This design comes from an exercise in tuning for small area and a short achievable clock period on the open sky130 flow, not from production work. RTL that was checked went through simulation tests only; none was proved equivalent to the original. For run 1, only the layout was checked, not whether the RTL still works. No activity file was given, so power comes from the tool's default toggle rates.

==> flow/design.v (outline; a module is shown in full before it is edited, if it fits) <==
// module bfp_product_array: 528 lines
// module bfp_adder_tree: 231 lines
// module fp_normalize: 241 lines
// module bfp_dot_product: 60 lines
module bfp_dot_product (
    input  logic                    i_clk,
    input  logic                    i_reset_n,
    input  logic                    i_valid,
    input  logic [(8 + 16 * (3 + 1))-1:0] i_act,
    input  logic [(8 + 16 * (3 + 1))-1:0] i_weight,
    output logic                    o_valid,
    output logic [(1 + 8 + 23)-1:0]        o_result
);
  // ...
==> flow/flow/run.sh <==
#!/bin/bash
# Own layout flow: the standard ORFS flow, with these changes in how the layout is made:
#  - the port buffers are sky130_fd_sc_hd__buf_1 cells (buffer_ports picks a delay cell otherwise);
#  - synthesis skips the generic ABC pass inside Yosys's synth (SYNTH_ARGS=-noabc), so the
#    full adders are extracted from the design's own gates (fewer inverters); the script
#    is still synth_recipe.tcl, so registers keep their names and cell types;
#  - timing repair aims for extra setup slack (SETUP_SLACK_MARGIN), only on the worst endpoints.
# The clock period and constraints are the standard flow's, unchanged.
set -euo pipefail
export BUFFER_PORTS_ARGS="-buffer_cell sky130_fd_sc_hd__buf_1"
export SYNTH_ARGS="-noabc"
export SETUP_SLACK_MARGIN=6.9
export TNS_END_PERCENT=${TNS:-5}
export ABC_AREA=1
bash standard.sh > standard.log 2>&1
==> flow/standard.sh <==
#!/bin/bash
# synth_recipe.tcl (not shown) runs the flow's synth.tcl, then flattens the netlist and writes it again
# the make line also repeats each setting of config.mk as NAME=value (left out here)
make -C /OpenROAD-flow-scripts/flow DESIGN_CONFIG=/design/flow/config.mk WORK_HOME=/design/flow/orfs CLKGATE_MAP_FILE= SYNTH_SCRIPT=/design/flow/synth_recipe.tcl "${@:-finish}"
==> flow/config.mk <==
export PLATFORM = sky130hd
export DESIGN_NAME = bfp_dot_product
export DESIGN_NICKNAME = bfp_dot_product
export VERILOG_FILES = /design/flow/design.v
export SDC_FILE = /design/flow/constraint.sdc
export NUM_CORES = 4
export LEC_CHECK = 0
export CAP_MARGIN = 20
export CORE_MARGIN = 2
export CORE_UTILIZATION = 40
export SLEW_MARGIN = 20
==> flow/constraint.sdc <==
create_clock -name core_clock -period 10.5 [get_ports {i_clk}]
set_input_delay 2.1000 -clock core_clock [delete_from_list [all_inputs] [get_ports {i_clk}]]
set_output_delay 2.1000 -clock core_clock [all_outputs]
set_load 0.01 [all_outputs]
==> run notes, run 1 <==
- Total setup violations reported at the end of the flow: 0
- The detailed router finished its first iteration with between 400 and 500 violations.
* First-pass GRT wire length: about 50 mm
- Setup repair after global routing missed its margin: true
- In this run the remaining antenna-violating nets after routing total 0.
* Number of max-cap violations: 0
- The startpoint identified for the worst hold timing path is bfp_product_array_inst.o_exp[0].
* Final wirelength: around 30 mm
- Counting tap cells, the placed design contains a total of 1,941 instances.
* Total number of H-tree levels: 4
- Among all cell types in the netlist, the one instantiated most often is sky130_fd_sc_hd__nand2_1.
* Headroom to the max-slew limit: 0.591
* Share of power burned in the clock network: 0.111
- Power attributed to sequential cells is ~1000 uW.
- Maximum buffer depth of the clock tree: 2
- Clock-pin slew was measured on the worst setup and hold paths at roughly 60 ps.
* Number of synthesized register bits: 148
- Among all flip-flop cells after synthesis, the most frequent one is sky130_fd_sc_hd__dfxtp_1.
- Upper clock frequency limit: about 0.26 GHz
- In this run the cell area measured after placement is about 13,000 um2.
- Non-clock buffer contribution to total cell area: 0.0445
- The tree built by TritonCTS fans out to roughly 150 sinks.
* Critical path fanouts, max: 1
- Reg-to-reg critical path endpoint: s2_cut[9]
- In the finished design, the share of the clock period the worst path needs comes to 0.367.
- Post-route DRC violation count: 0
- The flow ran to the end and the layout has no timing, DRC or antenna violations.
- Registers with the highest flip-flop counts: bfp_product_array_inst.o_r x90, s3_res x21, s2_cut x15
* CTS tree: yes
* Top cell category: multi-input combinational cells
- Worst path buffer plus inverter count: 0
==> module bfp_adder_tree, before the edit <==
module bfp_adder_tree (
    input  logic [89:0] i_r,
    output logic [14:0] o_cut
);
    wire bs1, bc2;
    assign bs1 = i_r[2] ^ i_r[3] ^ i_r[4];
    assign bc2 = (i_r[2] & i_r[3]) | (i_r[2] & i_r[4]) | (i_r[3] & i_r[4]);
    wire bs3, bc4;
    assign bs3 = i_r[5] ^ i_r[6] ^ i_r[7];
    assign bc4 = (i_r[5] & i_r[6]) | (i_r[5] & i_r[7]) | (i_r[6] & i_r[7]);
    wire bs5, bc6;
    assign bs5 = i_r[8] ^ i_r[9] ^ i_r[10];
    assign bc6 = (i_r[8] & i_r[9]) | (i_r[8] & i_r[10]) | (i_r[9] & i_r[10]);
    wire bs7, bc8;
    assign bs7 = bs1 ^ bs3 ^ bs5;
    assign bc8 = (bs1 & bs3) | (bs1 & bs5) | (bs3 & bs5);
    wire bs9, bc10;
    assign bs9 = i_r[11] ^ i_r[12] ^ i_r[13];
    assign bc10 = (i_r[11] & i_r[12]) | (i_r[11] & i_r[13]) | (i_r[12] & i_r[13]);
    wire bs11, bc12;
    assign bs11 = i_r[14] ^ i_r[15] ^ i_r[16];
    assign bc12 = (i_r[14] & i_r[15]) | (i_r[14] & i_r[16]) | (i_r[15] & i_r[16]);
    wire bs13, bc14;
    assign bs13 = i_r[17] ^ i_r[18] ^ i_r[19];
    assign bc14 = (i_r[17] & i_r[18]) | (i_r[17] & i_r[19]) | (i_r[18] & i_r[19]);
    wire bs15, bc16;
    assign bs15 = i_r[20] ^ i_r[21] ^ i_r[22];
    assign bc16 = (i_r[20] & i_r[21]) | (i_r[20] & i_r[22]) | (i_r[21] & i_r[22]);
    wire bs17, bc18;
    assign bs17 = i_r[23] ^ i_r[24] ^ i_r[25];
    assign bc18 = (i_r[23] & i_r[24]) | (i_r[23] & i_r[25]) | (i_r[24] & i_r[25]);
    wire bs19, bc20;
    assign bs19 = i_r[26] ^ i_r[27] ^ bc2;
    assign bc20 = (i_r[26] & i_r[27]) | (i_r[26] & bc2) | (i_r[27] & bc2);
    wire bs21, bc22;
    assign bs21 = bc4 ^ bc6 ^ bs9;
    assign bc22 = (bc4 & bc6) | (bc4 & bs9) | (bc6 & bs9);
    wire bs23, bc24;
    assign bs23 = bs11 ^ bs13 ^ bs15;
    assign bc24 = (bs11 & bs13) | (bs11 & bs15) | (bs13 & bs15);
    wire bs25, bc26;
    assign bs25 = bs17 ^ bc8 ^ bs19;
    assign bc26 = (bs17 & bc8) | (bs17 & bs19) | (bc8 & bs19);
    wire bs27, bc28;
    assign bs27 = bs21 ^ bs23 ^ bs25;
    assign bc28 = (bs21 & bs23) | (bs21 & bs25) | (bs23 & bs25);
    wire bs29, bc30;
    assign bs29 = i_r[28] ^ i_r[29] ^ i_r[30];
    assign bc30 = (i_r[28] & i_r[29]) | (i_r[28] & i_r[30]) | (i_r[29] & i_r[30]);
    wire bs31, bc32;
    assign bs31 = i_r[31] ^ i_r[32] ^ i_r[33];
    assign bc32 = (i_r[31] & i_r[32]) | (i_r[31] & i_r[33]) | (i_r[32] & i_r[33]);
    wire bs33, bc34;
    assign bs33 = i_r[34] ^ i_r[35] ^ i_r[36];
    assign bc34 = (i_r[34] & i_r[35]) | (i_r[34] & i_r[36]) | (i_r[35] & i_r[36]);
    wire bs35, bc36;
    assign bs35 = i_r[37] ^ i_r[38] ^ i_r[39];
    assign bc36 = (i_r[37] & i_r[38]) | (i_r[37] & i_r[39]) | (i_r[38] & i_r[39]);
    wire bs37, bc38;
    assign bs37 = i_r[40] ^ i_r[41] ^ i_r[42];
    assign bc38 = (i_r[40] & i_r[41]) | (i_r[40] & i_r[42]) | (i_r[41] & i_r[42]);
    wire bs39, bc40;
    assign bs39 = i_r[43] ^ i_r[44] ^ i_r[45];
    assign bc40 = (i_r[43] & i_r[44]) | (i_r[43] & i_r[45]) | (i_r[44] & i_r[45]);
    wire bs41, bc42;
    assign bs41 = i_r[46] ^ i_r[47] ^ i_r[48];
    assign bc42 = (i_r[46] & i_r[47]) | (i_r[46] & i_r[48]) | (i_r[47] & i_r[48]);
    wire bs43, bc44;
    assign bs43 = bc10 ^ bc12 ^ bc14;
    assign bc44 = (bc10 & bc12) | (bc10 & bc14) | (bc12 & bc14);
    wire bs45, bc46;
    assign bs45 = bc16 ^ bc18 ^ bs29;
    assign bc46 = (bc16 & bc18) | (bc16 & bs29) | (bc18 & bs29);
    wire bs47, bc48;
    assign bs47 = bs31 ^ bs33 ^ bs35;
    assign bc48 = (bs31 & bs33) | (bs31 & bs35) | (bs33 & bs35);
    wire bs49, bc50;
    assign bs49 = bs37 ^ bs39 ^ bs41;
    assign bc50 = (bs37 & bs39) | (bs37 & bs41) | (bs39 & bs41);
    wire bs51, bc52;
    assign bs51 = bc20 ^ bc22 ^ bc24;
    assign bc52 = (bc20 & bc22) | (bc20 & bc24) | (bc22 & bc24);
    wire bs53, bc54;
    assign bs53 = bs43 ^ bs45 ^ bs47;
    assign bc54 = (bs43 & bs45) | (bs43 & bs47) | (bs45 & bs47);
    wire bs55, bc56;
    assign bs55 = bs49 ^ bc26 ^ bs51;
    assign bc56 = (bs49 & bc26) | (bs49 & bs51) | (bc26 & bs51);
    wire bs57, bc58;
    assign bs57 = bs53 ^ bc28 ^ bs55;
    assign bc58 = (bs53 & bc28) | (bs53 & bs55) | (bc28 & bs55);
    wire bs59, bc60;
    assign bs59 = i_r[49] ^ i_r[50] ^ i_r[51];
    assign bc60 = (i_r[49] & i_r[50]) | (i_r[49] & i_r[51]) | (i_r[50] & i_r[51]);
    wire bs61, bc62;
    assign bs61 = i_r[52] ^ i_r[53] ^ i_r[54];
    assign bc62 = (i_r[52] & i_r[53]) | (i_r[52] & i_r[54]) | (i_r[53] & i_r[54]);
    wire bs63, bc64;
    assign bs63 = i_r[55] ^ i_r[56] ^ i_r[57];
    assign bc64 = (i_r[55] & i_r[56]) | (i_r[55] & i_r[57]) | (i_r[56] & i_r[57]);
    wire bs65, bc66;
    assign bs65 = i_r[58] ^ i_r[59] ^ i_r[60];
    assign bc66 = (i_r[58] & i_r[59]) | (i_r[58] & i_r[60]) | (i_r[59] & i_r[60]);
    wire bs67, bc68;
    assign bs67 = i_r[61] ^ i_r[62] ^ i_r[63];
    assign bc68 = (i_r[61] & i_r[62]) | (i_r[61] & i_r[63]) | (i_r[62] & i_r[63]);
    wire bs69, bc70;
    assign bs69 = i_r[64] ^ bc30 ^ bc32;
    assign bc70 = (i_r[64] & bc30) | (i_r[64] & bc32) | (bc30 & bc32);
    wire bs71, bc72;
    assign bs71 = bc34 ^ bc36 ^ bc38;
    assign bc72 = (bc34 & bc36) | (bc34 & bc38) | (bc36 & bc38);
    wire bs73, bc74;
    assign bs73 = bc40 ^ bc42 ^ bs59;
    assign bc74 = (bc40 & bc42) | (bc40 & bs59) | (bc42 & bs59);
    wire bs75, bc76;
    assign bs75 = bs61 ^ bs63 ^ bs65;
    assign bc76 = (bs61 & bs63) | (bs61 & bs65) | (bs63 & bs65);
    wire bs77, bc78;
    assign bs77 = bs67 ^ bc44 ^ bc46;
    assign bc78 = (bs67 & bc44) | (bs67 & bc46) | (bc44 & bc46);
    wire bs79, bc80;
    assign bs79 = bc48 ^ bc50 ^ bs69;
    assign bc80 = (bc48 & bc50) | (bc48 & bs69) | (bc50 & bs69);
    wire bs81, bc82;
    assign bs81 = bs71 ^ bs73 ^ bs75;
    assign bc82 = (bs71 & bs73) | (bs71 & bs75) | (bs73 & bs75);
    wire bs83, bc84;
    assign bs83 = bc52 ^ bs77 ^ bs79;
    assign bc84 = (bc52 & bs77) | (bc52 & bs79) | (bs77 & bs79);
    wire bs85, bc86;
    assign bs85 = bc54 ^ bs81 ^ bc56;
    assign bc86 = (bc54 & bs81) | (bc54 & bc56) | (bs81 & bc56);
    wire bs87, bc88;
    assign bs87 = bs83 ^ bc58 ^ bs85;
    assign bc88 = (bs83 & bc58) | (bs83 & bs85) | (bc58 & bs85);
    wire bs89, bc90;
    assign bs89 = i_r[65] ^ i_r[66] ^ i_r[67];
    assign bc90 = (i_r[65] & i_r[66]) | (i_r[65] & i_r[67]) | (i_r[66] & i_r[67]);
    wire bs91, bc92;
    assign bs91 = i_r[68] ^ i_r[69] ^ i_r[70];
    assign bc92 = (i_r[68] & i_r[69]) | (i_r[68] & i_r[70]) | (i_r[69] & i_r[70]);
    wire bs93, bc94;
    assign bs93 = i_r[71] ^ i_r[72] ^ i_r[73];
    assign bc94 = (i_r[71] & i_r[72]) | (i_r[71] & i_r[73]) | (i_r[72] & i_r[73]);
    wire bs95, bc96;
    assign bs95 = bc60 ^ bc62 ^ bc64;
    assign bc96 = (bc60 & bc62) | (bc60 & bc64) | (bc62 & bc64);
    wire bs97, bc98;
    assign bs97 = bc66 ^ bc68 ^ bs89;
    assign bc98 = (bc66 & bc68) | (bc66 & bs89) | (bc68 & bs89);
    wire bs99, bc100;
    assign bs99 = bs91 ^ bs93 ^ bc70;
    assign bc100 = (bs91 & bs93) | (bs91 & bc70) | (bs93 & bc70);
    wire bs101, bc102;
    assign bs101 = bc72 ^ bc74 ^ bc76;
    assign bc102 = (bc72 & bc74) | (bc72 & bc76) | (bc74 & bc76);
    wire bs103, bc104;
    assign bs103 = bs95 ^ bs97 ^ bc78;
    assign bc104 = (bs95 & bs97) | (bs95 & bc78) | (bs97 & bc78);
    wire bs105, bc106;
    assign bs105 = bc80 ^ bs99 ^ bs101;
    assign bc106 = (bc80 & bs99) | (bc80 & bs101) | (bs99 & bs101);
    wire bs107, bc108;
    assign bs107 = bc82 ^ bc84 ^ bs103;
    assign bc108 = (bc82 & bc84) | (bc82 & bs103) | (bc84 & bs103);
    wire bs109, bc110;
    assign bs109 = bs105 ^ bc86 ^ bs107;
    assign bc110 = (bs105 & bc86) | (bs105 & bs107) | (bc86 & bs107);
    wire bs111, bc112;
    assign bs111 = i_r[74] ^ i_r[75] ^ i_r[76];
    assign bc112 = (i_r[74] & i_r[75]) | (i_r[74] & i_r[76]) | (i_r[75] & i_r[76]);
    wire bs113, bc114;
    assign bs113 = i_r[77] ^ i_r[78] ^ i_r[79];
    assign bc114 = (i_r[77] & i_r[78]) | (i_r[77] & i_r[79]) | (i_r[78] & i_r[79]);
    wire bs115, bc116;
    assign bs115 = i_r[80] ^ i_r[81] ^ bc90;
    assign bc116 = (i_r[80] & i_r[81]) | (i_r[80] & bc90) | (i_r[81] & bc90);
    wire bs117, bc118;
    assign bs117 = bc92 ^ bc94 ^ bs111;
    assign bc118 = (bc92 & bc94) | (bc92 & bs111) | (bc94 & bs111);
    wire bs119, bc120;
    assign bs119 = bs113 ^ bc96 ^ bc98;
    assign bc120 = (bs113 & bc96) | (bs113 & bc98) | (bc96 & bc98);
    wire bs121, bc122;
    assign bs121 = bs115 ^ bs117 ^ bc100;
    assign bc122 = (bs115 & bs117) | (bs115 & bc100) | (bs117 & bc100);
    wire bs123, bc124;
    assign bs123 = bc102 ^ bs119 ^ bc104;
    assign bc124 = (bc102 & bs119) | (bc102 & bc104) | (bs119 & bc104);
    wire bs125, bc126;
    assign bs125 = bs121 ^ bc106 ^ bc108;
    assign bc126 = (bs121 & bc106) | (bs121 & bc108) | (bc106 & bc108);
    wire bs127, bc128;
    assign bs127 = bs123 ^ bc110 ^ bs125;
    assign bc128 = (bs123 & bc110) | (bs123 & bs125) | (bc110 & bs125);
    wire bs129, bc130;
    assign bs129 = i_r[82] ^ i_r[83] ^ i_r[84];
    assign bc130 = (i_r[82] & i_r[83]) | (i_r[82] & i_r[84]) | (i_r[83] & i_r[84]);
    wire bs131, bc132;
    assign bs131 = i_r[85] ^ i_r[86] ^ i_r[87];
    assign bc132 = (i_r[85] & i_r[86]) | (i_r[85] & i_r[87]) | (i_r[86] & i_r[87]);
    wire bs133, bc134;
    assign bs133 = bc112 ^ bc114 ^ bs129;
    assign bc134 = (bc112 & bc114) | (bc112 & bs129) | (bc114 & bs129);
    wire bs135, bc136;
    assign bs135 = bs131 ^ bc116 ^ bc118;
    assign bc136 = (bs131 & bc116) | (bs131 & bc118) | (bc116 & bc118);
    wire bs137, bc138;
    assign bs137 = bs133 ^ bc120 ^ bs135;
    assign bc138 = (bs133 & bc120) | (bs133 & bs135) | (bc120 & bs135);
    wire bs139, bc140;
    assign bs139 = bc122 ^ bs137 ^ bc124;
    assign bc140 = (bc122 & bs137) | (bc122 & bc124) | (bs137 & bc124);
    wire bs141, bc142;
    assign bs141 = bc126 ^ bs139 ^ bc128;
    assign bc142 = (bc126 & bs139) | (bc126 & bc128) | (bs139 & bc128);
    wire bs143, bc144;
    assign bs143 = i_r[88] ^ i_r[89] ^ bc130;
    assign bc144 = (i_r[88] & i_r[89]) | (i_r[88] & bc130) | (i_r[89] & bc130);
    wire bs145, bc146;
    assign bs145 = bc132 ^ bc134 ^ bs143;
    assign bc146 = (bc132 & bc134) | (bc132 & bs143) | (bc134 & bs143);
    wire bs147, bc148;
    assign bs147 = bc136 ^ bs145 ^ bc138;
    assign bc148 = (bc136 & bs145) | (bc136 & bc138) | (bs145 & bc138);
    wire bs149, bc150;
    assign bs149 = bc144 ^ bc146 ^ bc148;
    assign bc150 = (bc144 & bc146) | (bc144 & bc148) | (bc146 & bc148);
    assign o_cut = {bc150, bs149, bc142, bc140, bs147, bs141, bs127, bs109, bc88, bs87, bs57, bs27, bs7, i_r[1], i_r[0]};
endmodule
==> module fp_normalize, before the edit <==
module fp_normalize (
    input  logic [14:0] i_cut,
    input  logic [9:0]  i_e0,
    output logic [20:0] o_res
);
    logic [10:0] x, y;
    logic [10:0] pos, negv;
    logic        neg;
    logic [9:0]  mag;
    logic [9:0]  lz;           
    logic [3:0]  p;
    logic [8:0]  frac;
    logic [9:0]  flmask, ovmask;
    logic [7:0]  e;
    logic        zero, flush, ovf;
    wire cs1, cc2;
    assign cs1 = i_cut[10] ^ i_cut[11];
    assign cc2 = i_cut[10] & i_cut[11];
    assign x = {i_cut[14], i_cut[13], cs1, i_cut[9], i_cut[8], i_cut[6], i_cut[5], i_cut[4], i_cut[3], i_cut[2], i_cut[0]};
    assign y = {1'b0, cc2, i_cut[12], 1'b0, 1'b0, i_cut[7], 1'b0, 1'b0, 1'b0, 1'b0, i_cut[1]};
    logic [10:0] g0, p0, cy;
    assign g0 = x & y;
    assign p0 = x ^ y;
    logic [10:0] g1, p1;
    assign g1[0] = g0[0];
    assign p1[0] = p0[0];
    assign g1[1] = g0[1] | (p0[1] & g0[0]);
    assign p1[1] = p0[1] & p0[0];
    assign g1[2] = g0[2] | (p0[2] & g0[1]);
    assign p1[2] = p0[2] & p0[1];
    assign g1[3] = g0[3] | (p0[3] & g0[2]);
    assign p1[3] = p0[3] & p0[2];
    assign g1[4] = g0[4] | (p0[4] & g0[3]);
    assign p1[4] = p0[4] & p0[3];
    assign g1[5] = g0[5] | (p0[5] & g0[4]);
    assign p1[5] = p0[5] & p0[4];
    assign g1[6] = g0[6] | (p0[6] & g0[5]);
    assign p1[6] = p0[6] & p0[5];
    assign g1[7] = g0[7] | (p0[7] & g0[6]);
    assign p1[7] = p0[7] & p0[6];
    assign g1[8] = g0[8] | (p0[8] & g0[7]);
    assign p1[8] = p0[8] & p0[7];
    assign g1[9] = g0[9] | (p0[9] & g0[8]);
    assign p1[9] = p0[9] & p0[8];
    assign g1[10] = g0[10] | (p0[10] & g0[9]);
    assign p1[10] = p0[10] & p0[9];
    logic [10:0] g2, p2;
    assign g2[0] = g1[0];
    assign p2[0] = p1[0];
    assign g2[1] = g1[1];
    assign p2[1] = p1[1];
    assign g2[2] = g1[2] | (p1[2] & g1[0]);
    assign p2[2] = p1[2] & p1[0];
    assign g2[3] = g1[3] | (p1[3] & g1[1]);
    assign p2[3] = p1[3] & p1[1];
    assign g2[4] = g1[4] | (p1[4] & g1[2]);
    assign p2[4] = p1[4] & p1[2];
    assign g2[5] = g1[5] | (p1[5] & g1[3]);
    assign p2[5] = p1[5] & p1[3];
    assign g2[6] = g1[6] | (p1[6] & g1[4]);
    assign p2[6] = p1[6] & p1[4];
    assign g2[7] = g1[7] | (p1[7] & g1[5]);
    assign p2[7] = p1[7] & p1[5];
    assign g2[8] = g1[8] | (p1[8] & g1[6]);
    assign p2[8] = p1[8] & p1[6];
    assign g2[9] = g1[9] | (p1[9] & g1[7]);
    assign p2[9] = p1[9] & p1[7];
    assign g2[10] = g1[10] | (p1[10] & g1[8]);
    assign p2[10] = p1[10] & p1[8];
    logic [10:0] g3, p3;
    assign g3[0] = g2[0];
    assign p3[0] = p2[0];
    assign g3[1] = g2[1];
    assign p3[1] = p2[1];
    assign g3[2] = g2[2];
    assign p3[2] = p2[2];
    assign g3[3] = g2[3];
    assign p3[3] = p2[3];
    assign g3[4] = g2[4] | (p2[4] & g2[0]);
    assign p3[4] = p2[4] & p2[0];
    assign g3[5] = g2[5] | (p2[5] & g2[1]);
    assign p3[5] = p2[5] & p2[1];
    assign g3[6] = g2[6] | (p2[6] & g2[2]);
    assign p3[6] = p2[6] & p2[2];
    assign g3[7] = g2[7] | (p2[7] & g2[3]);
    assign p3[7] = p2[7] & p2[3];
    assign g3[8] = g2[8] | (p2[8] & g2[4]);
    assign p3[8] = p2[8] & p2[4];
    assign g3[9] = g2[9] | (p2[9] & g2[5]);
    assign p3[9] = p2[9] & p2[5];
    assign g3[10] = g2[10] | (p2[10] & g2[6]);
    assign p3[10] = p2[10] & p2[6];
    logic [10:0] g4, p4;
    assign g4[0] = g3[0];
    assign p4[0] = p3[0];
    assign g4[1] = g3[1];
    assign p4[1] = p3[1];
    assign g4[2] = g3[2];
    assign p4[2] = p3[2];
    assign g4[3] = g3[3];
    assign p4[3] = p3[3];
    assign g4[4] = g3[4];
    assign p4[4] = p3[4];
    assign g4[5] = g3[5];
    assign p4[5] = p3[5];
    assign g4[6] = g3[6];
    assign p4[6] = p3[6];
    assign g4[7] = g3[7];
    assign p4[7] = p3[7];
    assign g4[8] = g3[8] | (p3[8] & g3[0]);
    assign p4[8] = p3[8] & p3[0];
    assign g4[9] = g3[9] | (p3[9] & g3[1]);
    assign p4[9] = p3[9] & p3[1];
    assign g4[10] = g3[10] | (p3[10] & g3[2]);
    assign p4[10] = p3[10] & p3[2];
    assign cy  = {g4[9:0], 1'b0};
    assign pos = p0 ^ cy;
    logic [9:0] zt, lowz;
    assign zt = p0[9:0] ^ {g0[8:0] | p0[8:0], 1'b0};
    always_comb begin
        lowz[0] = 1'b1;
        for (int i = 1; i < 10; i++) lowz[i] = lowz[i-1] & ~zt[i-1];
    end
    assign negv = {1'b0, pos[9:0] ^ ~lowz};
    assign neg  = ~pos[10];
    logic [9:0] lzp, lzn;
    always_comb begin
        for (int k = 0; k < 10; k++) begin
            lzp[k] = pos[k];
            lzn[k] = negv[k];
            for (int j = k + 1; j < 10; j++) begin
                lzp[k] = lzp[k] & ~pos[j];
                lzn[k] = lzn[k] & ~negv[j];
            end
        end
    end
    assign mag = neg ? negv[9:0] : pos[9:0];
    assign lz  = neg ? lzn : lzp;
    always_comb begin
        frac = '0;
        for (int k = 1; k < 10; k++)
            for (int j = 0; j < k; j++)
                frac[8-j] = frac[8-j] | (lz[k] & mag[k-1-j]);
    end
    always_comb begin
        p = '0;
        for (int k = 0; k < 10; k++) p = p | ({4{lz[k]}} & 4'(k));
    end
    logic ge255, near255, le0;
    logic [4:0] elo;
    logic [3:0] ehi1;
    assign ge255   = ~i_e0[9] & (i_e0[8] | (&i_e0[7:0]));
    assign near255 = ~i_e0[9] & ~i_e0[8] & (&i_e0[7:4]);        
    assign le0     = i_e0[9] | ~|i_e0;
    logic [4:0] elok [10];
    assign flmask[0] = le0 & (i_e0[9] ? 1'b1 : 1'b1);
    assign ovmask[0] = ge255 | (near255 & ((i_e0[3:0] == 4'd15)));
    assign flmask[1] = le0 & (i_e0[9] ? 1'b1 : 1'b0);
    assign ovmask[1] = ge255 | (near255 & ((i_e0[3:0] == 4'd14) | (i_e0[3:0] == 4'd15)));
    assign flmask[2] = le0 & (i_e0[9] ? ((i_e0[2:0] == 3'd0) | (i_e0[2:0] == 3'd1) | (i_e0[2:0] == 3'd2) | (i_e0[2:0] == 3'd3) | (i_e0[2:0] == 3'd4) | (i_e0[2:0] == 3'd5) | (i_e0[2:0] == 3'd6)) : 1'b0);
    assign ovmask[2] = ge255 | (near255 & ((i_e0[3:0] == 4'd13) | (i_e0[3:0] == 4'd14) | (i_e0[3:0] == 4'd15)));
    assign flmask[3] = le0 & (i_e0[9] ? ((i_e0[2:0] == 3'd0) | (i_e0[2:0] == 3'd1) | (i_e0[2:0] == 3'd2) | (i_e0[2:0] == 3'd3) | (i_e0[2:0] == 3'd4) | (i_e0[2:0] == 3'd5)) : 1'b0);
    assign ovmask[3] = ge255 | (near255 & ((i_e0[3:0] == 4'd12) | (i_e0[3:0] == 4'd13) | (i_e0[3:0] == 4'd14) | (i_e0[3:0] == 4'd15)));
    assign flmask[4] = le0 & (i_e0[9] ? ((i_e0[2:0] == 3'd0) | (i_e0[2:0] == 3'd1) | (i_e0[2:0] == 3'd2) | (i_e0[2:0] == 3'd3) | (i_e0[2:0] == 3'd4)) : 1'b0);
    assign ovmask[4] = ge255 | (near255 & ((i_e0[3:0] == 4'd11) | (i_e0[3:0] == 4'd12) | (i_e0[3:0] == 4'd13) | (i_e0[3:0] == 4'd14) | (i_e0[3:0] == 4'd15)));
    assign flmask[5] = le0 & (i_e0[9] ? ((i_e0[2:0] == 3'd0) | (i_e0[2:0] == 3'd1) | (i_e0[2:0] == 3'd2) | (i_e0[2:0] == 3'd3)) : 1'b0);
    assign ovmask[5] = ge255 | (near255 & ((i_e0[3:0] == 4'd10) | (i_e0[3:0] == 4'd11) | (i_e0[3:0] == 4'd12) | (i_e0[3:0] == 4'd13) | (i_e0[3:0] == 4'd14) | (i_e0[3:0] == 4'd15)));
    assign flmask[6] = le0 & (i_e0[9] ? ((i_e0[2:0] == 3'd0) | (i_e0[2:0] == 3'd1) | (i_e0[2:0] == 3'd2)) : 1'b0);
    assign ovmask[6] = ge255 | (near255 & ((i_e0[3:0] == 4'd9) | (i_e0[3:0] == 4'd10) | (i_e0[3:0] == 4'd11) | (i_e0[3:0] == 4'd12) | (i_e0[3:0] == 4'd13) | (i_e0[3:0] == 4'd14) | (i_e0[3:0] == 4'd15)));
    assign flmask[7] = le0 & (i_e0[9] ? ((i_e0[2:0] == 3'd0) | (i_e0[2:0] == 3'd1)) : 1'b0);
    assign ovmask[7] = ge255 | (near255 & ((i_e0[3:0] == 4'd8) | (i_e0[3:0] == 4'd9) | (i_e0[3:0] == 4'd10) | (i_e0[3:0] == 4'd11) | (i_e0[3:0] == 4'd12) | (i_e0[3:0] == 4'd13) | (i_e0[3:0] == 4'd14) | (i_e0[3:0] == 4'd15)));
    assign flmask[8] = le0 & (i_e0[9] ? ((i_e0[2:0] == 3'd0)) : 1'b0);
    assign ovmask[8] = ge255 | (near255 & ((i_e0[3:0] == 4'd7) | (i_e0[3:0] == 4'd8) | (i_e0[3:0] == 4'd9) | (i_e0[3:0] == 4'd10) | (i_e0[3:0] == 4'd11) | (i_e0[3:0] == 4'd12) | (i_e0[3:0] == 4'd13) | (i_e0[3:0] == 4'd14) | (i_e0[3:0] == 4'd15)));
    assign flmask[9] = le0 & (i_e0[9] ? 1'b0 : 1'b0);
    assign ovmask[9] = ge255 | (near255 & ((i_e0[3:0] == 4'd6) | (i_e0[3:0] == 4'd7) | (i_e0[3:0] == 4'd8) | (i_e0[3:0] == 4'd9) | (i_e0[3:0] == 4'd10) | (i_e0[3:0] == 4'd11) | (i_e0[3:0] == 4'd12) | (i_e0[3:0] == 4'd13) | (i_e0[3:0] == 4'd14) | (i_e0[3:0] == 4'd15)));
    assign elok[0][0] = ((i_e0[3:0] == 4'd1) | (i_e0[3:0] == 4'd3) | (i_e0[3:0] == 4'd5) | (i_e0[3:0] == 4'd7) | (i_e0[3:0] == 4'd9) | (i_e0[3:0] == 4'd11) | (i_e0[3:0] == 4'd13) | (i_e0[3:0] == 4'd15));
    assign elok[0][1] = ((i_e0[3:0] == 4'd2) | (i_e0[3:0] == 4'd3) | (i_e0[3:0] == 4'd6) | (i_e0[3:0] == 4'd7) | (i_e0[3:0] == 4'd10) | (i_e0[3:0] == 4'd11) | (i_e0[3:0] == 4'd14) | (i_e0[3:0] == 4'd15));
    assign elok[0][2] = ((i_e0[3:0] == 4'd4) | (i_e0[3:0] == 4'd5) | (i_e0[3:0] == 4'd6) | (i_e0[3:0] == 4'd7) | (i_e0[3:0] == 4'd12) | (i_e0[3:0] == 4'd13) | (i_e0[3:0] == 4'd14) | (i_e0[3:0] == 4'd15));
    assign elok[0][3] = ((i_e0[3:0] == 4'd8) | (i_e0[3:0] == 4'd9) | (i_e0[3:0] == 4'd10) | (i_e0[3:0] == 4'd11) | (i_e0[3:0] == 4'd12) | (i_e0[3:0] == 4'd13) | (i_e0[3:0] == 4'd14) | (i_e0[3:0] == 4'd15));
    assign elok[0][4] = 1'b0;
    assign elok[1][0] = ((i_e0[3:0] == 4'd0) | (i_e0[3:0] == 4'd2) | (i_e0[3:0] == 4'd4) | (i_e0[3:0] == 4'd6) | (i_e0[3:0] == 4'd8) | (i_e0[3:0] == 4'd10) | (i_e0[3:0] == 4'd12) | (i_e0[3:0] == 4'd14));
    assign elok[1][1] = ((i_e0[3:0] == 4'd1) | (i_e0[3:0] == 4'd2) | (i_e0[3:0] == 4'd5) | (i_e0[3:0] == 4'd6) | (i_e0[3:0] == 4'd9) | (i_e0[3:0] == 4'd10) | (i_e0[3:0] == 4'd13) | (i_e0[3:0] == 4'd14));
    assign elok[1][2] = ((i_e0[3:0] == 4'd3) | (i_e0[3:0] == 4'd4) | (i_e0[3:0] == 4'd5) | (i_e0[3:0] == 4'd6) | (i_e0[3:0] == 4'd11) | (i_e0[3:0] == 4'd12) | (i_e0[3:0] == 4'd13) | (i_e0[3:0] == 4'd14));
    assign elok[1][3] = ((i_e0[3:0] == 4'd7) | (i_e0[3:0] == 4'd8) | (i_e0[3:0] == 4'd9) | (i_e0[3:0] == 4'd10) | (i_e0[3:0] == 4'd11) | (i_e0[3:0] == 4'd12) | (i_e0[3:0] == 4'd13) | (i_e0[3:0] == 4'd14));
    assign elok[1][4] = ((i_e0[3:0] == 4'd15));
    assign elok[2][0] = ((i_e0[3:0] == 4'd1) | (i_e0[3:0] == 4'd3) | (i_e0[3:0] == 4'd5) | (i_e0[3:0] == 4'd7) | (i_e0[3:0] == 4'd9) | (i_e0[3:0] == 4'd11) | (i_e0[3:0] == 4'd13) | (i_e0[3:0] == 4'd15));
    assign elok[2][1] = ((i_e0[3:0] == 4'd0) | (i_e0[3:0] == 4'd1) | (i_e0[3:0] == 4'd4) | (i_e0[3:0] == 4'd5) | (i_e0[3:0] == 4'd8) | (i_e0[3:0] == 4'd9) | (i_e0[3:0] == 4'd12) | (i_e0[3:0] == 4'd13));
    assign elok[2][2] = ((i_e0[3:0] == 4'd2) | (i_e0[3:0] == 4'd3) | (i_e0[3:0] == 4'd4) | (i_e0[3:0] == 4'd5) | (i_e0[3:0] == 4'd10) | (i_e0[3:0] == 4'd11) | (i_e0[3:0] == 4'd12) | (i_e0[3:0] == 4'd13));
    assign elok[2][3] = ((i_e0[3:0] == 4'd6) | (i_e0[3:0] == 4'd7) | (i_e0[3:0] == 4'd8) | (i_e0[3:0] == 4'd9) | (i_e0[3:0] == 4'd10) | (i_e0[3:0] == 4'd11) | (i_e0[3:0] == 4'd12) | (i_e0[3:0] == 4'd13));
    assign elok[2][4] = ((i_e0[3:0] == 4'd14) | (i_e0[3:0] == 4'd15));
    assign elok[3][0] = ((i_e0[3:0] == 4'd0) | (i_e0[3:0] == 4'd2) | (i_e0[3:0] == 4'd4) | (i_e0[3:0] == 4'd6) | (i_e0[3:0] == 4'd8) | (i_e0[3:0] == 4'd10) | (i_e0[3:0] == 4'd12) | (i_e0[3:0] == 4'd14));
    assign elok[3][1] = ((i_e0[3:0] == 4'd0) | (i_e0[3:0] == 4'd3) | (i_e0[3:0] == 4'd4) | (i_e0[3:0] == 4'd7) | (i_e0[3:0] == 4'd8) | (i_e0[3:0] == 4'd11) | (i_e0[3:0] == 4'd12) | (i_e0[3:0] == 4'd15));
    assign elok[3][2] = ((i_e0[3:0] == 4'd1) | (i_e0[3:0] == 4'd2) | (i_e0[3:0] == 4'd3) | (i_e0[3:0] == 4'd4) | (i_e0[3:0] == 4'd9) | (i_e0[3:0] == 4'd10) | (i_e0[3:0] == 4'd11) | (i_e0[3:0] == 4'd12));
    assign elok[3][3] = ((i_e0[3:0] == 4'd5) | (i_e0[3:0] == 4'd6) | (i_e0[3:0] == 4'd7) | (i_e0[3:0] == 4'd8) | (i_e0[3:0] == 4'd9) | (i_e0[3:0] == 4'd10) | (i_e0[3:0] == 4'd11) | (i_e0[3:0] == 4'd12));
    assign elok[3][4] = ((i_e0[3:0] == 4'd13) | (i_e0[3:0] == 4'd14) | (i_e0[3:0] == 4'd15));
    assign elok[4][0] = ((i_e0[3:0] == 4'd1) | (i_e0[3:0] == 4'd3) | (i_e0[3:0] == 4'd5) | (i_e0[3:0] == 4'd7) | (i_e0[3:0] == 4'd9) | (i_e0[3:0] == 4'd11) | (i_e0[3:0] == 4'd13) | (i_e0[3:0] == 4'd15));
    assign elok[4][1] = ((i_e0[3:0] == 4'd2) | (i_e0[3:0] == 4'd3) | (i_e0[3:0] == 4'd6) | (i_e0[3:0] == 4'd7) | (i_e0[3:0] == 4'd10) | (i_e0[3:0] == 4'd11) | (i_e0[3:0] == 4'd14) | (i_e0[3:0] == 4'd15));
    assign elok[4][2] = ((i_e0[3:0] == 4'd0) | (i_e0[3:0] == 4'd1) | (i_e0[3:0] == 4'd2) | (i_e0[3:0] == 4'd3) | (i_e0[3:0] == 4'd8) | (i_e0[3:0] == 4'd9) | (i_e0[3:0] == 4'd10) | (i_e0[3:0] == 4'd11));
    assign elok[4][3] = ((i_e0[3:0] == 4'd4) | (i_e0[3:0] == 4'd5) | (i_e0[3:0] == 4'd6) | (i_e0[3:0] == 4'd7) | (i_e0[3:0] == 4'd8) | (i_e0[3:0] == 4'd9) | (i_e0[3:0] == 4'd10) | (i_e0[3:0] == 4'd11));
    assign elok[4][4] = ((i_e0[3:0] == 4'd12) | (i_e0[3:0] == 4'd13) | (i_e0[3:0] == 4'd14) | (i_e0[3:0] == 4'd15));
    assign elok[5][0] = ((i_e0[3:0] == 4'd0) | (i_e0[3:0] == 4'd2) | (i_e0[3:0] == 4'd4) | (i_e0[3:0] == 4'd6) | (i_e0[3:0] == 4'd8) | (i_e0[3:0] == 4'd10) | (i_e0[3:0] == 4'd12) | (i_e0[3:0] == 4'd14));
    assign elok[5][1] = ((i_e0[3:0] == 4'd1) | (i_e0[3:0] == 4'd2) | (i_e0[3:0] == 4'd5) | (i_e0[3:0] == 4'd6) | (i_e0[3:0] == 4'd9) | (i_e0[3:0] == 4'd10) | (i_e0[3:0] == 4'd13) | (i_e0[3:0] == 4'd14));
    assign elok[5][2] = ((i_e0[3:0] == 4'd0) | (i_e0[3:0] == 4'd1) | (i_e0[3:0] == 4'd2) | (i_e0[3:0] == 4'd7) | (i_e0[3:0] == 4'd8) | (i_e0[3:0] == 4'd9) | (i_e0[3:0] == 4'd10) | (i_e0[3:0] == 4'd15));
    assign elok[5][3] = ((i_e0[3:0] == 4'd3) | (i_e0[3:0] == 4'd4) | (i_e0[3:0] == 4'd5) | (i_e0[3:0] == 4'd6) | (i_e0[3:0] == 4'd7) | (i_e0[3:0] == 4'd8) | (i_e0[3:0] == 4'd9) | (i_e0[3:0] == 4'd10));
    assign elok[5][4] = ((i_e0[3:0] == 4'd11) | (i_e0[3:0] == 4'd12) | (i_e0[3:0] == 4'd13) | (i_e0[3:0] == 4'd14) | (i_e0[3:0] == 4'd15));
    assign elok[6][0] = ((i_e0[3:0] == 4'd1) | (i_e0[3:0] == 4'd3) | (i_e0[3:0] == 4'd5) | (i_e0[3:0] == 4'd7) | (i_e0[3:0] == 4'd9) | (i_e0[3:0] == 4'd11) | (i_e0[3:0] == 4'd13) | (i_e0[3:0] == 4'd15));
    assign elok[6][1] = ((i_e0[3:0] == 4'd0) | (i_e0[3:0] == 4'd1) | (i_e0[3:0] == 4'd4) | (i_e0[3:0] == 4'd5) | (i_e0[3:0] == 4'd8) | (i_e0[3:0] == 4'd9) | (i_e0[3:0] == 4'd12) | (i_e0[3:0] == 4'd13));
    assign elok[6][2] = ((i_e0[3:0] == 4'd0) | (i_e0[3:0] == 4'd1) | (i_e0[3:0] == 4'd6) | (i_e0[3:0] == 4'd7) | (i_e0[3:0] == 4'd8) | (i_e0[3:0] == 4'd9) | (i_e0[3:0] == 4'd14) | (i_e0[3:0] == 4'd15));
    assign elok[6][3] = ((i_e0[3:0] == 4'd2) | (i_e0[3:0] == 4'd3) | (i_e0[3:0] == 4'd4) | (i_e0[3:0] == 4'd5) | (i_e0[3:0] == 4'd6) | (i_e0[3:0] == 4'd7) | (i_e0[3:0] == 4'd8) | (i_e0[3:0] == 4'd9));
    assign elok[6][4] = ((i_e0[3:0] == 4'd10) | (i_e0[3:0] == 4'd11) | (i_e0[3:0] == 4'd12) | (i_e0[3:0] == 4'd13) | (i_e0[3:0] == 4'd14) | (i_e0[3:0] == 4'd15));
    assign elok[7][0] = ((i_e0[3:0] == 4'd0) | (i_e0[3:0] == 4'd2) | (i_e0[3:0] == 4'd4) | (i_e0[3:0] == 4'd6) | (i_e0[3:0] == 4'd8) | (i_e0[3:0] == 4'd10) | (i_e0[3:0] == 4'd12) | (i_e0[3:0] == 4'd14));
    assign elok[7][1] = ((i_e0[3:0] == 4'd0) | (i_e0[3:0] == 4'd3) | (i_e0[3:0] == 4'd4) | (i_e0[3:0] == 4'd7) | (i_e0[3:0] == 4'd8) | (i_e0[3:0] == 4'd11) | (i_e0[3:0] == 4'd12) | (i_e0[3:0] == 4'd15));
    assign elok[7][2] = ((i_e0[3:0] == 4'd0) | (i_e0[3:0] == 4'd5) | (i_e0[3:0] == 4'd6) | (i_e0[3:0] == 4'd7) | (i_e0[3:0] == 4'd8) | (i_e0[3:0] == 4'd13) | (i_e0[3:0] == 4'd14) | (i_e0[3:0] == 4'd15));
    assign elok[7][3] = ((i_e0[3:0] == 4'd1) | (i_e0[3:0] == 4'd2) | (i_e0[3:0] == 4'd3) | (i_e0[3:0] == 4'd4) | (i_e0[3:0] == 4'd5) | (i_e0[3:0] == 4'd6) | (i_e0[3:0] == 4'd7) | (i_e0[3:0] == 4'd8));
    assign elok[7][4] = ((i_e0[3:0] == 4'd9) | (i_e0[3:0] == 4'd10) | (i_e0[3:0] == 4'd11) | (i_e0[3:0] == 4'd12) | (i_e0[3:0] == 4'd13) | (i_e0[3:0] == 4'd14) | (i_e0[3:0] == 4'd15));
    assign elok[8][0] = ((i_e0[3:0] == 4'd1) | (i_e0[3:0] == 4'd3) | (i_e0[3:0] == 4'd5) | (i_e0[3:0] == 4'd7) | (i_e0[3:0] == 4'd9) | (i_e0[3:0] == 4'd11) | (i_e0[3:0] == 4'd13) | (i_e0[3:0] == 4'd15));
    assign elok[8][1] = ((i_e0[3:0] == 4'd2) | (i_e0[3:0] == 4'd3) | (i_e0[3:0] == 4'd6) | (i_e0[3:0] == 4'd7) | (i_e0[3:0] == 4'd10) | (i_e0[3:0] == 4'd11) | (i_e0[3:0] == 4'd14) | (i_e0[3:0] == 4'd15));
    assign elok[8][2] = ((i_e0[3:0] == 4'd4) | (i_e0[3:0] == 4'd5) | (i_e0[3:0] == 4'd6) | (i_e0[3:0] == 4'd7) | (i_e0[3:0] == 4'd12) | (i_e0[3:0] == 4'd13) | (i_e0[3:0] == 4'd14) | (i_e0[3:0] == 4'd15));
    assign elok[8][3] = ((i_e0[3:0] == 4'd0) | (i_e0[3:0] == 4'd1) | (i_e0[3:0] == 4'd2) | (i_e0[3:0] == 4'd3) | (i_e0[3:0] == 4'd4) | (i_e0[3:0] == 4'd5) | (i_e0[3:0] == 4'd6) | (i_e0[3:0] == 4'd7));
    assign elok[8][4] = ((i_e0[3:0] == 4'd8) | (i_e0[3:0] == 4'd9) | (i_e0[3:0] == 4'd10) | (i_e0[3:0] == 4'd11) | (i_e0[3:0] == 4'd12) | (i_e0[3:0] == 4'd13) | (i_e0[3:0] == 4'd14) | (i_e0[3:0] == 4'd15));
    assign elok[9][0] = ((i_e0[3:0] == 4'd0) | (i_e0[3:0] == 4'd2) | (i_e0[3:0] == 4'd4) | (i_e0[3:0] == 4'd6) | (i_e0[3:0] == 4'd8) | (i_e0[3:0] == 4'd10) | (i_e0[3:0] == 4'd12) | (i_e0[3:0] == 4'd14));
    assign elok[9][1] = ((i_e0[3:0] == 4'd1) | (i_e0[3:0] == 4'd2) | (i_e0[3:0] == 4'd5) | (i_e0[3:0] == 4'd6) | (i_e0[3:0] == 4'd9) | (i_e0[3:0] == 4'd10) | (i_e0[3:0] == 4'd13) | (i_e0[3:0] == 4'd14));
    assign elok[9][2] = ((i_e0[3:0] == 4'd3) | (i_e0[3:0] == 4'd4) | (i_e0[3:0] == 4'd5) | (i_e0[3:0] == 4'd6) | (i_e0[3:0] == 4'd11) | (i_e0[3:0] == 4'd12) | (i_e0[3:0] == 4'd13) | (i_e0[3:0] == 4'd14));
    assign elok[9][3] = ((i_e0[3:0] == 4'd0) | (i_e0[3:0] == 4'd1) | (i_e0[3:0] == 4'd2) | (i_e0[3:0] == 4'd3) | (i_e0[3:0] == 4'd4) | (i_e0[3:0] == 4'd5) | (i_e0[3:0] == 4'd6) | (i_e0[3:0] == 4'd15));
    assign elok[9][4] = ((i_e0[3:0] == 4'd7) | (i_e0[3:0] == 4'd8) | (i_e0[3:0] == 4'd9) | (i_e0[3:0] == 4'd10) | (i_e0[3:0] == 4'd11) | (i_e0[3:0] == 4'd12) | (i_e0[3:0] == 4'd13) | (i_e0[3:0] == 4'd14) | (i_e0[3:0] == 4'd15));
    assign ehi1[0] = ((i_e0[7:4] == 4'd0) | (i_e0[7:4] == 4'd2) | (i_e0[7:4] == 4'd4) | (i_e0[7:4] == 4'd6) | (i_e0[7:4] == 4'd8) | (i_e0[7:4] == 4'd10) | (i_e0[7:4] == 4'd12) | (i_e0[7:4] == 4'd14));
    assign ehi1[1] = ((i_e0[7:4] == 4'd1) | (i_e0[7:4] == 4'd2) | (i_e0[7:4] == 4'd5) | (i_e0[7:4] == 4'd6) | (i_e0[7:4] == 4'd9) | (i_e0[7:4] == 4'd10) | (i_e0[7:4] == 4'd13) | (i_e0[7:4] == 4'd14));
    assign ehi1[2] = ((i_e0[7:4] == 4'd3) | (i_e0[7:4] == 4'd4) | (i_e0[7:4] == 4'd5) | (i_e0[7:4] == 4'd6) | (i_e0[7:4] == 4'd11) | (i_e0[7:4] == 4'd12) | (i_e0[7:4] == 4'd13) | (i_e0[7:4] == 4'd14));
    assign ehi1[3] = ((i_e0[7:4] == 4'd7) | (i_e0[7:4] == 4'd8) | (i_e0[7:4] == 4'd9) | (i_e0[7:4] == 4'd10) | (i_e0[7:4] == 4'd11) | (i_e0[7:4] == 4'd12) | (i_e0[7:4] == 4'd13) | (i_e0[7:4] == 4'd14));
    always_comb begin
        elo = '0;
        for (int k = 0; k < 10; k++) elo = elo | ({5{lz[k]}} & elok[k]);
    end
    assign e     = {elo[4] ? ehi1 : i_e0[7:4], elo[3:0]};
    assign zero  = ~|lz;
    assign flush = |(lz & flmask);
    assign ovf   = |(lz & ovmask);
    always_comb begin
        o_res = {zero | flush, zero | flush | ovf, ovf, neg, e, frac};
    end
endmodule
==> module bfp_dot_product, before the edit <==
module bfp_dot_product (
    input  logic                    i_clk,
    input  logic                    i_reset_n,
    input  logic                    i_valid,
    input  logic [(8 + 16 * (3 + 1))-1:0] i_act,
    input  logic [(8 + 16 * (3 + 1))-1:0] i_weight,
    output logic                    o_valid,
    output logic [(1 + 8 + 23)-1:0]        o_result
);
    logic        v1, v2;
    logic [89:0] s1_r;
    logic [8:0] s1_exp;
    logic [14:0] cut;
    logic [14:0] s2_cut;
    logic [9:0]  s2_e0;
    logic [20:0] res;
    logic [20:0] s3_res;
    always_ff @(posedge i_clk or negedge i_reset_n) begin
        if (!i_reset_n) begin
            v1      <= 1'b0;
            v2      <= 1'b0;
            o_valid <= 1'b0;
        end else begin
            v1      <= i_valid;
            v2      <= v1;
            o_valid <= v2;
        end
    end
    bfp_product_array bfp_product_array_inst (
        .i_clk    (i_clk),
        .i_act    (i_act),
        .i_weight (i_weight),
        .o_r      (s1_r),
        .o_exp    (s1_exp)
    );
    bfp_adder_tree bfp_adder_tree_inst (
        .i_r      (s1_r),
        .o_cut   (cut)
    );
    always_ff @(posedge i_clk) begin
        s2_cut <= cut;
        s2_e0  <= {1'b0, s1_exp} - 10'd6;
    end
    fp_normalize fp_normalize_inst (
        .i_cut (s2_cut),
        .i_e0  (s2_e0),
        .o_res (res)
    );
    always_ff @(posedge i_clk) begin
        s3_res <= res;
    end
    logic kill, killf, inf;
    assign kill     = s3_res[20];
    assign killf    = s3_res[19];       
    assign inf      = s3_res[18];
    assign o_result = {s3_res[17] & ~kill,
                       (s3_res[16:9] | {8{inf}}) & ~{8{kill}},
                       s3_res[8:0] & ~{9{killf}},
                       14'h0};
endmodule
==> inputs of run 2 (changes only) <==
--- a/flow/design.v
+++ b/flow/design.v
@@ -534,5 +534,5 @@
 module bfp_adder_tree (
     input  logic [89:0] i_r,
-    output logic [14:0] o_cut
+    output logic [16:0] o_cut
 );
     wire bs1, bc2;
@@ -726,40 +726,34 @@
     assign bc126 = (bs121 & bc106) | (bs121 & bc108) | (bc106 & bc108);
     wire bs127, bc128;
-    assign bs127 = bs123 ^ bc110 ^ bs125;
-    assign bc128 = (bs123 & bc110) | (bs123 & bs125) | (bc110 & bs125);
+    assign bs127 = i_r[82] ^ i_r[83] ^ i_r[84];
+    assign bc128 = (i_r[82] & i_r[83]) | (i_r[82] & i_r[84]) | (i_r[83] & i_r[84]);
     wire bs129, bc130;
-    assign bs129 = i_r[82] ^ i_r[83] ^ i_r[84];
-    assign bc130 = (i_r[82] & i_r[83]) | (i_r[82] & i_r[84]) | (i_r[83] & i_r[84]);
+    assign bs129 = i_r[85] ^ i_r[86] ^ i_r[87];
+    assign bc130 = (i_r[85] & i_r[86]) | (i_r[85] & i_r[87]) | (i_r[86] & i_r[87]);
     wire bs131, bc132;
-    assign bs131 = i_r[85] ^ i_r[86] ^ i_r[87];
-    assign bc132 = (i_r[85] & i_r[86]) | (i_r[85] & i_r[87]) | (i_r[86] & i_r[87]);
+    assign bs131 = bc112 ^ bc114 ^ bs127;
+    assign bc132 = (bc112 & bc114) | (bc112 & bs127) | (bc114 & bs127);
     wire bs133, bc134;
-    assign bs133 = bc112 ^ bc114 ^ bs129;
-    assign bc134 = (bc112 & bc114) | (bc112 & bs129) | (bc114 & bs129);
+    assign bs133 = bs129 ^ bc116 ^ bc118;
+    assign bc134 = (bs129 & bc116) | (bs129 & bc118) | (bc116 & bc118);
     wire bs135, bc136;
-    assign bs135 = bs131 ^ bc116 ^ bc118;
-    assign bc136 = (bs131 & bc116) | (bs131 & bc118) | (bc116 & bc118);
+    assign bs135 = bs131 ^ bc120 ^ bs133;
+    assign bc136 = (bs131 & bc120) | (bs131 & bs133) | (bc120 & bs133);
     wire bs137, bc138;
-    assign bs137 = bs133 ^ bc120 ^ bs135;
-    assign bc138 = (bs133 & bc120) | (bs133 & bs135) | (bc120 & bs135);
+    assign bs137 = bc122 ^ bs135 ^ bc124;
+    assign bc138 = (bc122 & bs135) | (bc122 & bc124) | (bs135 & bc124);
     wire bs139, bc140;
-    assign bs139 = bc122 ^ bs137 ^ bc124;
-    assign bc140 = (bc122 & bs137) | (bc122 & bc124) | (bs137 & bc124);
+    assign bs139 = i_r[88] ^ i_r[89] ^ bc128;
+    assign bc140 = (i_r[88] & i_r[89]) | (i_r[88] & bc128) | (i_r[89] & bc128);
     wire bs141, bc142;
-    assign bs141 = bc126 ^ bs139 ^ bc128;
-    assign bc142 = (bc126 & bs139) | (bc126 & bc128) | (bs139 & bc128);
+    assign bs141 = bc130 ^ bc132 ^ bs139;
+    assign bc142 = (bc130 & bc132) | (bc130 & bs139) | (bc132 & bs139);
     wire bs143, bc144;
-    assign bs143 = i_r[88] ^ i_r[89] ^ bc130;
-    assign bc144 = (i_r[88] & i_r[89]) | (i_r[88] & bc130) | (i_r[89] & bc130);
+    assign bs143 = bc134 ^ bs141 ^ bc136;
+    assign bc144 = (bc134 & bs141) | (bc134 & bc136) | (bs141 & bc136);
     wire bs145, bc146;
-    assign bs145 = bc132 ^ bc134 ^ bs143;
-    assign bc146 = (bc132 & bc134) | (bc132 & bs143) | (bc134 & bs143);
-    wire bs147, bc148;
-    assign bs147 = bc136 ^ bs145 ^ bc138;
-    assign bc148 = (bc136 & bs145) | (bc136 & bc138) | (bs145 & bc138);
-    wire bs149, bc150;
-    assign bs149 = bc144 ^ bc146 ^ bc148;
-    assign bc150 = (bc144 & bc146) | (bc144 & bc148) | (bc146 & bc148);
-    assign o_cut = {bc150, bs149, bc142, bc140, bs147, bs141, bs127, bs109, bc88, bs87, bs57, bs27, bs7, i_r[1], i_r[0]};
+    assign bs145 = bc140 ^ bc142 ^ bc144;
+    assign bc146 = (bc140 & bc142) | (bc140 & bc144) | (bc142 & bc144);
+    assign o_cut = {bc146, bs145, bs143, bc138, bs137, bc126, bs125, bc110, bs123, bs109, bc88, bs87, bs57, bs27, bs7, i_r[1], i_r[0]};
 endmodule
 `default_nettype wire
@@ -767,5 +761,5 @@
 `default_nettype none
 module fp_normalize (
-    input  logic [14:0] i_cut,
+    input  logic [16:0] i_cut,
     input  logic [9:0]  i_e0,
     output logic [20:0] o_res
@@ -782,8 +776,14 @@
     logic        zero, flush, ovf;
     wire cs1, cc2;
-    assign cs1 = i_cut[10] ^ i_cut[11];
-    assign cc2 = i_cut[10] & i_cut[11];
-    assign x = {i_cut[14], i_cut[13], cs1, i_cut[9], i_cut[8], i_cut[6], i_cut[5], i_cut[4], i_cut[3], i_cut[2], i_cut[0]};
-    assign y = {1'b0, cc2, i_cut[12], 1'b0, 1'b0, i_cut[7], 1'b0, 1'b0, 1'b0, 1'b0, i_cut[1]};
+    assign cs1 = i_cut[8] ^ i_cut[9];
+    assign cc2 = i_cut[8] & i_cut[9];
+    wire cs3, cc4;
+    assign cs3 = i_cut[11] ^ i_cut[12];
+    assign cc4 = i_cut[11] & i_cut[12];
+    wire cs5, cc6;
+    assign cs5 = i_cut[13] ^ i_cut[14];
+    assign cc6 = i_cut[13] & i_cut[14];
+    assign x = {i_cut[16], i_cut[15], cs5, cs3, cs1, i_cut[6], i_cut[5], i_cut[4], i_cut[3], i_cut[2], i_cut[0]};
+    assign y = {1'b0, cc6, cc4, cc2, i_cut[10], i_cut[7], 1'b0, 1'b0, 1'b0, 1'b0, i_cut[1]};
     logic [10:0] g0, p0, cy;
     assign g0 = x & y;
@@ -1022,6 +1022,6 @@
     logic [89:0] s1_r;
     logic [8:0] s1_exp;
-    logic [14:0] cut;
-    logic [14:0] s2_cut;
+    logic [16:0] cut;
+    logic [16:0] s2_cut;
     logic [9:0]  s2_e0;
     logic [20:0] res;
--- a/flow/flow/run.sh
+++ b/flow/flow/run.sh
@@ -10,5 +10,5 @@
 export BUFFER_PORTS_ARGS="-buffer_cell sky130_fd_sc_hd__buf_1"
 export SYNTH_ARGS="-noabc"
-export SETUP_SLACK_MARGIN=6.9
+export SETUP_SLACK_MARGIN=7.2
 export TNS_END_PERCENT=${TNS:-5}
 export ABC_AREA=1
==> run 2 against run 1 <==
  * Still clean
  * Clock power decreased by 2%
  * Power increased by 2.2%
  * Via count increased by 1.1%
  * Non-clock buffer count increased by 12
  * Flip-flop and latch count increased by 2
  * Sequential power about the same
  * First-iteration DRC count decreased by 1.4%
  * Routed wire length increased by 0.11%
  * Die area increased by 0.65%
  * Critical path depth decreased by 1
  * Worst setup slack improved by 410 ps
  * Register-to-register slack improved by 500 ps
  * Critical path type is now in2reg
==> run notes, run 2 <==
- Path class of the lowest-slack min-delay path: reg2reg
* Static power due to leakage: 0.00717 uW
* Switching portion of total power: 0.504
* Die span in y: about 180 um
- The share of synthesized area in the top cell type comes to 0.289.
* Clock insertion delay at the later pin of the skew report: around 420 ps
* Setup repair after global routing missed its margin: true
* Via count: around 9,000
- Gate count of the mapped netlist: between 1,000 and 1,500
* Gpl congestion: 0.908
- In the global route stage, met1 resource usage came out at 0.253.
- Instance area at placement: 13,800 um2 (+3.2%)
* Most frequent standard cell in the layout excluding fill and tap cells: sky130_fd_sc_hd__nand2_1
- The most used flip-flop cell after synthesis is sky130_fd_sc_hd__dfxtp_1.
- The share of total power dissipated in combinational logic is 0.711.
- The number of violations reported at the end of detailed-routing iteration 0 was 491 (-1.4%).
- Initial Utilization: 0.409
* Antenna violation net count after detailed routing: 0 (unchanged)
- Number of global-route vias before repair: between 9,000 and 10,000
- Upper clock frequency limit: 0.290 GHz (+12%)
- VDD IR max: between 0.3 and 0.4 mV
- Clock input transition at the sequential cells of the worst setup and hold paths: 70 ps (about the same)
* Netlist area before placement: between 10,000 and 15,000 um2
* Overflow left after global routing: 0
* Path type of the worst setup path: in2reg
- Result of the run: complete, no violations
- NetSw: about 2900 uW
* Register bank with the most flops: bfp_product_array_inst.o_r
- Final core utilization: 0.489
- The final number of setup-violating endpoints came to 0 (unchanged).
- Maximum buffer depth of the clock tree: 2 (unchanged)
- Syn-to-layout area delta: 19.5%
* Syn Area/Cell: 8.64 um2
* Grt met2 use: 0.376
- Antenna diode count: 0
* Most numerous cell types in the synthesized netlist: sky130_fd_sc_hd__nand2_1 (325), sky130_fd_sc_hd__inv_1 (231), sky130_fd_sc_hd__fa_1 (176)
* Critical path fanouts, max: 8 (+7)
- Entering global routing, the biggest net connects 17 pins.
- Nets@finish: a little under 2,000
* Final wirelength: 30.7 mm (+0.11%)
* Row cnt: 63
- In the final layout, the share of cells above drive strength 1 is 0.126.
- Top Usage Layer GRT: met2
- Die Outline Area: about 32,000 um2
- For met3 alone, demand over resource in global routing was 0.0277.
* Share of synthesized area occupied by flip-flops and latches: 0.248
* Number of unique standard cell types used by synthesis: 50
- Counting flops with a built-in enable in the synthesized netlist gives 0.
* Placeable Area: around 30,000 um2
- Number of max-cap violations: 0 (unchanged)
- Nature of the critical path startpoint: input pin
- Port bufs: 165
- The number of sinks handled by clock tree synthesis came to 150 (+1.4%).
* Transition time at the pin with the least slew margin: slightly above 700 ps
- Post-route minimum period: approximately 3400 ps
- CTS tree: yes
- Commonest non-fill, non-tap cells in the layout: sky130_fd_sc_hd__nand2_1 (304), sky130_fd_sc_hd__inv_1 (230), sky130_fd_sc_hd__fa_1 (165), sky130_fd_sc_hd__buf_1 (165), sky130_fd_sc_hd__dfxtp_1 (144)
- Top cell type by total area after synthesis: sky130_fd_sc_hd__fa_1
- Adding up every negative setup slack in the final design gives 0 ps.
- GR Util All Layers: 0.204
* Total number of H-tree levels: 4 (unchanged)
* Post-route DRC violation count: 0 (unchanged)
- For this design the ratio of total power to cell area is approximately 390 nW/um2.
- Arrival time at the worst endpoint: between 3000 and 4000 ps
* Yosys warning count: 4
- The register with the most flip-flops in the layout has 90 of them.
- Share of power burned in the clock network: 0.106 (-0.005)
- Buffers inserted during clock tree synthesis total 17.
- Endpoint class of the critical path: flip-flop
- Sequential group share of total power: 0.183
* First-pass GRT wire length: 49.0 mm (-0.45%)
* Most area-consuming cells after synthesis: sky130_fd_sc_hd__fa_1 (29%), sky130_fd_sc_hd__dfxtp_1 (24%), sky130_fd_sc_hd__nand2_1 (10%)
- Using the TritonRoute via totals, the vias-per-cell ratio works out to around 4.6.
* Most frequent cell after synthesis: sky130_fd_sc_hd__nand2_1
- From left edge to right edge, the die measures roughly 180 um.
- The final max-slew violation count is 0.
- Post-route clock skew: roughly 16 ps
* Fraction of registers with async set/reset: 0.0200
* Final worst-path cycle share: 0.328 (-0.0388)
- Antenna violations before repair: 0
- Root cell of the clock tree: sky130_fd_sc_hd__clkbuf_16
- STA puts the critical path data required time at 10,800 ps.
- The first detailed-routing pass ran for 5 iterations.
* Total non-filler cell area in the finished layout: 14,600 um2
- Placed wire-length estimate: roughly 27 mm
- Detail-routed net length per standard cell: 15.3 um
- The relative max-transition margin is 0.517 (-0.0735).
- Count of pins on the block boundary: 180
- Cell internal power was estimated by the tool at between 2000 and 3000 uW.
* Number of synthesized register bits: 150 (+1.4%)
- The largest registers in the layout are bfp_product_array_inst.o_r x90, s3_res x21, s2_cut x17.
- Final Hold Fails: 0
==> run 2: cell types whose count changed in the layout (fill, tap and decap cells not counted), moves of 6 or more <==
cell / before / now
sky130_fd_sc_hd__buf_4: 0 / 12
sky130_fd_sc_hd__fa_1: 159 / 165
sky130_fd_sc_hd__fa_2: 19 / 11
sky130_fd_sc_hd__inv_1: 218 / 230
sky130_fd_sc_hd__nand2_1: 315 / 304
sky130_fd_sc_hd__nand2_4: 19 / 12
sky130_fd_sc_hd__nand2_8: 1 / 16
sky130_fd_sc_hd__nor3_1: 1 / 10
sky130_fd_sc_hd__o21ai_0: 29 / 20
sky130_fd_sc_hd__or2_2: 17 / 1
sky130_fd_sc_hd__or2_4: 0 / 16
sky130_fd_sc_hd__xnor2_1: 61 / 23
sky130_fd_sc_hd__xnor2_2: 7 / 45
==> run 2: metal layers <==
metal,up-vias,part of all wire
met4,0,0.016
met1,4384,0.43
li1,4613,-
met2,186,0.53
met5,-,0
met3,27,0.027
==> run 2: power by group through the flow <==
| stage | Combinational [uW] | Clock [uW] | Sequential (uW) |
|---|---|---|---|
| after CTS | 4080 | 607 | 1040 |
| after detailed placement | 4050 | 0 | 1050 |
| after global routing | 4700 | 635 | 1060 |
| after floorplan | 3110 | 0 | 983 |
| after global placement | 3980 | 0 | 1050 |
| final | 4030 | 599 | 1040 |
==> run 2: area by class of cell <==
cell class / instances / area [um2]
fill: 2881 / 15200
multi-input combinational: 1013 / 8870
sequential: 150 / 3020
inverter: 238 / 901
timing repair buffer: 177 / 709
tap: 390 / 488
clock buffer: 18 / 439
clock inverter: 14 / 133
==> run 2: cells by family after synthesis <==
family          after synthesis  synth area share
compound gates               67            0.0348
xor+xnor                    114            0.0825
fa+ha+maj                   211             0.325
buf+inv                     261            0.0869
flops                       150             0.248
other cells                   1          0.000308
simple gates                607             0.223
==> run 2: path summary, 6_finish.rpt <==
kind	startpoint	to	slack (ps)	depth (start not counted)
min	bfp_product_array_inst.o_r[0]	s2_cut[0]	330	0
min reg2reg	bfp_product_array_inst.o_r[0]	s2_cut[0]	330	0
min in group asynchronous	i_reset_n	v1	1470	1
max in group asynchronous	i_reset_n	v2	8870	1
max	i_weight[11]	bfp_product_array_inst.o_r[7]	7050	7
max reg2reg	bfp_product_array_inst.o_r[28]	s2_cut[7]	7150	6
==> run 2: critical path, stage by stage <==
cell	delay [ps]
sky130_fd_sc_hd__buf_1	70
sky130_fd_sc_hd__inv_1	50
sky130_fd_sc_hd__or2_4	260
sky130_fd_sc_hd__nand2_8	120
sky130_fd_sc_hd__xnor2_2	150
sky130_fd_sc_hd__fa_1	500
sky130_fd_sc_hd__fa_1	490
==> run 2: stage by stage <==
| step | total power, uW | worst slack (ps) | hold slack [ps] | std cells |
|---|---|---|---|---|
| 2_1_floorplan | 4100 | 6840 | 310 | 1424 |
| 3_3_place_gp | 5030 | 6610 | 313 | 1956 |
| 3_5_place_dp | 5100 | 6590 | 313 | 1956 |
| 4_1_cts | 5730 | 7080 | 329 | 1994 |
| 5_1_grt | 6400 | 7030 | 349 | 2000 |
| 6_report | 5660 | 7050 | 326 | 2000 |
==> run 2: what timing repair did <==
action	in CTS	in global routing
hold endpoints to repair	0	0
hold buffers	0	0
pin swaps	19	15
buffers inserted	6	6
endpoints found under the setup margin	60	94
gates resized for setup	17	17

re-timing with driven ports:
No port has a modelled driver above. Below, the same layouts with a new extraction and two added sets of constraints.
Step 1: set_driving_cell puts a clkbuf_16 on i_clk and a buf_2 on each other input, an assumption about the parent block.
Step 2 moves the port delays by t, midway between the first and last clock arrival at a register: inputs arrive t later, outputs are due t later. That takes back most of the time a late clock gives input paths.
Three values: no drivers, after step 1, after step 2; two values: the first two.
| run | t (ns) | setup WS [ns] | worst setup path after step 2 |
|---|---|---|---|
| run 1 | 0.473 | 6.647 / 6.647 / 6.468 | input to register |
| run 2 | 0.461 | 7.054 / 7.077 / 6.616 | input to register |
After both steps every run listed still meets setup and hold. The setup slack of run 2, which loses most, moves by +0.023 ns with the drivers and by -0.438 ns with both steps.
